Background: an optimization exercise with open tools, aiming at small area. Do not read the settings as production practice. The RTL was checked by simulation tests, not by an equivalence proof against the original design. No activity file was given, so power comes from the tool's default toggle rates.

run A:
==> flow/design.v <==
module spi_ram_oai22 (
  input  logic a1, a2, b1, b2,
  output logic y
);
  assign y = ~((a1 | a2) & (b1 | b2));
endmodule
module spi_ram_aoi222 (
  input  logic a1, a2, b1, b2, c1, c2,
  output logic y
);
  assign y = ~((a1 & a2) | (b1 & b2) | (c1 & c2));
endmodule
module spi_ram_nor2 (
  input  logic a, b,
  output logic y
);
  assign y = ~(a | b);
endmodule
module spi_ram_nand2 (
  input  logic a, b,
  output logic y
);
  assign y = ~(a & b);
endmodule
module spi_ram_predec (
  input  logic [3:0]  a,
  input  logic        en,
  output logic [15:0] y
);
  for (genvar i = 0; i < 16; i++) begin : g_y
    assign y[i] = en & (a == 4'(i));
  end
endmodule
module spi_ram_inv (
  input  logic a,
  output logic y
);
  assign y = ~a;
endmodule
module spi_ram_predec_n (
  input  logic [3:0]  a,
  output logic [15:0] y_n
);
  for (genvar i = 0; i < 16; i++) begin : g_y
    assign y_n[i] = ~(a == 4'(i));
  end
endmodule
module spi_ram_nand4 (
  input  logic a, b, c, d,
  output logic y
);
  assign y = ~(a & b & c & d);
endmodule
module spi_ram_nor4 (
  input  logic a, b, c, d,
  output logic y
);
  assign y = ~(a | b | c | d);
endmodule
module spi_ram_nand3 (
  input  logic a, b, c,
  output logic y
);
  assign y = ~(a & b & c);
endmodule
module spi_ram #(
  parameter int MEM_DEPTH = 256,
  parameter int ADDR_SIZE = 8
) (
  input  logic       clk,
  input  logic       rst,
  input  logic [9:0] rx_data,
  input  logic       rx_valid,
  output logic [7:0] tx_data,
  output logic       tx_valid
);
  logic [8*MEM_DEPTH-1:0] mem_q, mem_d;
  logic                   phase_q;
  logic [ADDR_SIZE-1:0]   wr_addr_q, rd_addr_q;
  logic                   tx_valid_q;
  logic cmd_wr_addr, cmd_wr_data, cmd_rd_addr, cmd_rd_data;
  assign cmd_wr_addr = rx_valid & (rx_data[9:8] == 2'b00);
  assign cmd_wr_data = rx_valid & (rx_data[9:8] == 2'b01);
  assign cmd_rd_addr = rx_valid & (rx_data[9:8] == 2'b10);
  assign cmd_rd_data = rx_valid & (rx_data[9:8] == 2'b11);
  logic [ADDR_SIZE-1:0] wr_addr_d, rd_addr_d;
  always_comb begin
    wr_addr_d = wr_addr_q;
    if (cmd_wr_addr) wr_addr_d = rx_data[ADDR_SIZE-1:0];
    else if (cmd_wr_data) wr_addr_d = wr_addr_q + ADDR_SIZE'(1);
    rd_addr_d = rd_addr_q;
    if (cmd_rd_addr) rd_addr_d = rx_data[ADDR_SIZE-1:0];
    else if (cmd_rd_data) rd_addr_d = rd_addr_q + ADDR_SIZE'(1);
  end
  logic [15:0] whi, wlo;
  spi_ram_predec u_whi (.a(wr_addr_q[7:4]), .en(cmd_wr_data & ~rst), .y(whi));
  spi_ram_predec u_wlo (.a(wr_addr_q[3:0]), .en(1'b1),               .y(wlo));
  logic [7:0] wdata;
  assign wdata = rx_data[7:0] ^ {8{phase_q}};
  logic [MEM_DEPTH-1:0] row_we, row_we_n;
  for (genvar r = 0; r < MEM_DEPTH; r++) begin : g_row
    spi_ram_nand2 u_we_n (.a(whi[r/16]), .b(wlo[r%16]), .y(row_we_n[r]));
    spi_ram_inv   u_we   (.a(row_we_n[r]), .y(row_we[r]));
    for (genvar b = 0; b < 8; b++) begin : g_bit
      spi_ram_oai22 u_cell (
        .a1(mem_q[8*r+b]), .a2(row_we[r]),
        .b1(row_we_n[r]),  .b2(wdata[b]),
        .y (mem_d[8*r+b])
      );
    end
  end
  always_ff @(posedge clk) begin
    mem_q   <= mem_d;
    phase_q <= ~phase_q;
  end
  logic [15:0] rhi_n, rlo_n;
  spi_ram_predec_n u_rhi (.a(rd_addr_q[7:4]), .y_n(rhi_n));
  spi_ram_predec_n u_rlo (.a(rd_addr_q[3:0]), .y_n(rlo_n));
  logic [MEM_DEPTH-1:0] row_rd;
  for (genvar r = 0; r < MEM_DEPTH; r++) begin : g_rsel
    spi_ram_nor2 u_rd (.a(rhi_n[r/16]), .b(rlo_n[r%16]), .y(row_rd[r]));
  end
  logic [7:0] rpart0, rpart1;
  for (genvar b = 0; b < 8; b++) begin : g_rbit
    logic [85:0] term_n;
    logic [21:0] or1;
    logic [5:0]  or2_n;
    for (genvar g = 0; g < 85; g++) begin : g_t3
      spi_ram_aoi222 u_aoi (
        .a1(row_rd[3*g]),   .a2(mem_q[8*(3*g)+b]),
        .b1(row_rd[3*g+1]), .b2(mem_q[8*(3*g+1)+b]),
        .c1(row_rd[3*g+2]), .c2(mem_q[8*(3*g+2)+b]),
        .y (term_n[g])
      );
    end
    spi_ram_nand2 u_last (.a(row_rd[255]), .b(mem_q[8*255+b]), .y(term_n[85]));
    for (genvar g = 0; g < 21; g++) begin : g_l1
      spi_ram_nand4 u_nand (.a(term_n[4*g]), .b(term_n[4*g+1]), .c(term_n[4*g+2]), .d(term_n[4*g+3]),
                            .y(or1[g]));
    end
    spi_ram_nand2 u_l1_last (.a(term_n[84]), .b(term_n[85]), .y(or1[21]));
    for (genvar g = 0; g < 5; g++) begin : g_l2
      spi_ram_nor4 u_nor (.a(or1[4*g]), .b(or1[4*g+1]), .c(or1[4*g+2]), .d(or1[4*g+3]),
                          .y(or2_n[g]));
    end
    spi_ram_nor2 u_l2_last (.a(or1[20]), .b(or1[21]), .y(or2_n[5]));
    spi_ram_nand3 u_p0 (.a(or2_n[0]), .b(or2_n[1]), .c(or2_n[2]), .y(rpart0[b]));
    spi_ram_nand3 u_p1 (.a(or2_n[3]), .b(or2_n[4]), .c(or2_n[5]), .y(rpart1[b]));
  end
  always_ff @(posedge clk or posedge rst) begin
    if (rst) begin
      wr_addr_q  <= '0;
      rd_addr_q  <= '0;
      tx_valid_q <= 1'b0;
    end else begin
      wr_addr_q  <= wr_addr_d;
      rd_addr_q  <= rd_addr_d;
      tx_valid_q <= cmd_rd_data;
    end
  end
  logic [7:0] rpart0_q, rpart1_q;
  always_ff @(posedge clk) begin
    rpart0_q <= rpart0;
    rpart1_q <= rpart1;
  end
  assign tx_data  = (rpart0_q | rpart1_q) ^ {8{~phase_q}};
  assign tx_valid = tx_valid_q;
endmodule
make LEC_CHECK=0 CAP_MARGIN=20 CORE_MARGIN=2 CORE_UTILIZATION=60 CTS_BUF_LIST=sky130_fd_sc_hd__clkbuf_8 CTS_CLUSTER_DIAMETER=45 CTS_CLUSTER_SIZE=20 SETUP_SLACK_MARGIN=0.3 SLEW_MARGIN=20 SYNTH_HIERARCHICAL=1 finish   # period 4.0 ns
run.sh (not shown) runs the stock make flow with config.mk's settings and CLKGATE_MAP_FILE= SYNTH_SCRIPT=/design/flow/synth_recipe.tcl, a recipe that flattens the netlist after the stock synthesis.
Run A reached the end of the flow, and the finished layout is clean on the timing, DRC and antenna checks.
Changes in run B relative to run A:
# run A
export LEC_CHECK = 0
export CAP_MARGIN = 20
export CORE_MARGIN = 2
export CORE_UTILIZATION = 60
export CTS_BUF_LIST = sky130_fd_sc_hd__clkbuf_8
export CTS_CLUSTER_DIAMETER = 45
export CTS_CLUSTER_SIZE = 20
export SETUP_SLACK_MARGIN = 0.3
export SLEW_MARGIN = 20
export SYNTH_HIERARCHICAL = 1
create_clock -name core_clock -period 4.0 [get_ports {clk}]
# run B
export LEC_CHECK = 0
export CAP_MARGIN = 20
export CORE_MARGIN = 2
export CORE_UTILIZATION = 60
export CTS_BUF_LIST = sky130_fd_sc_hd__clkbuf_16
export CTS_CLUSTER_DIAMETER = 80
export CTS_CLUSTER_SIZE = 24
export SETUP_SLACK_MARGIN = 0.3
export SLEW_MARGIN = 20
export SYNTH_HIERARCHICAL = 1
create_clock -name core_clock -period 4.0 [get_ports {clk}]
==> results.txt <==
- The final layout from run B, which completed every stage, passed the timing, DRC and antenna checks at the end of the flow.
- Diff run A -> run B: number of nets in the finished design now sits lower; growth of design area from synthesis to finish lower; via count fell by about 0.5%; worst hold slack increased by 0.089 ns relative to the old numbers.
The inputs of run C differ from those of run B as listed below.
# run B
export LEC_CHECK = 0
export CAP_MARGIN = 20
export CORE_MARGIN = 2
export CORE_UTILIZATION = 60
export CTS_BUF_LIST = sky130_fd_sc_hd__clkbuf_16
export CTS_CLUSTER_DIAMETER = 80
export CTS_CLUSTER_SIZE = 24
export SETUP_SLACK_MARGIN = 0.3
export SLEW_MARGIN = 20
export SYNTH_HIERARCHICAL = 1
create_clock -name core_clock -period 4.0 [get_ports {clk}]
# run C
export LEC_CHECK = 0
export CAP_MARGIN = 5
export CORE_MARGIN = 2
export CORE_UTILIZATION = 60
export CTS_BUF_LIST = sky130_fd_sc_hd__clkbuf_16
export CTS_CLUSTER_DIAMETER = 80
export CTS_CLUSTER_SIZE = 24
export SETUP_SLACK_MARGIN = 0.3
export SLEW_MARGIN = 5
export SYNTH_HIERARCHICAL = 1
create_clock -name core_clock -period 4.0 [get_ports {clk}]
==> comparison <==
Via count: run B vs run C identical
Average instance area after synthesis: run C vs run B, no meaningful difference
Re count of clock-buffer cells in the layout: no difference whatsoever between run C and run B.
Run C -> run B: final max-slew violation count delta 0, exact match
~same combinational share of power in run C and run B
Run C against run B: number of flops mapped to enable cells by yosys essentially unchanged; layout sequential cell count barely changed.

-- re-timing with driven ports --
The flow's constraints put no driver on any port. The routed layouts listed below were extracted and timed again, unchanged, in two steps. Step 1 sets driving cells, clkbuf_16 on the clock port and buf_2 on the other inputs (assumed; they add their load-dependent delay and slew). Step 2 adds t to the input delays and takes it off the output delays; t is the mean of the earliest and latest rising clock arrival at the registers after step 1. Input paths then give back, and output paths get back, about the clock's delay inside the block. a / b / c = ideal / step 1 / step 2; a / b = the first two.
run | t (ns) | setup WS [ns] | worst hold slack (ns)
run A | 0.977 | 0.323 / 0.323 / -0.025 | 0.357 / 0.299 / 0.448
run B | 0.784 | 0.234 / 0.234 / -0.040 | 0.446 / 0.446 / 0.446
run C | 0.784 | 0.234 / 0.234 / -0.040 | 0.446 / 0.446 / 0.446
Met with ideal ports but missed after step 2: setup timing in every run listed. For run A, which loses most, drivers alone change the setup slack by 0.000 ns; drivers and shift together by -0.348 ns.
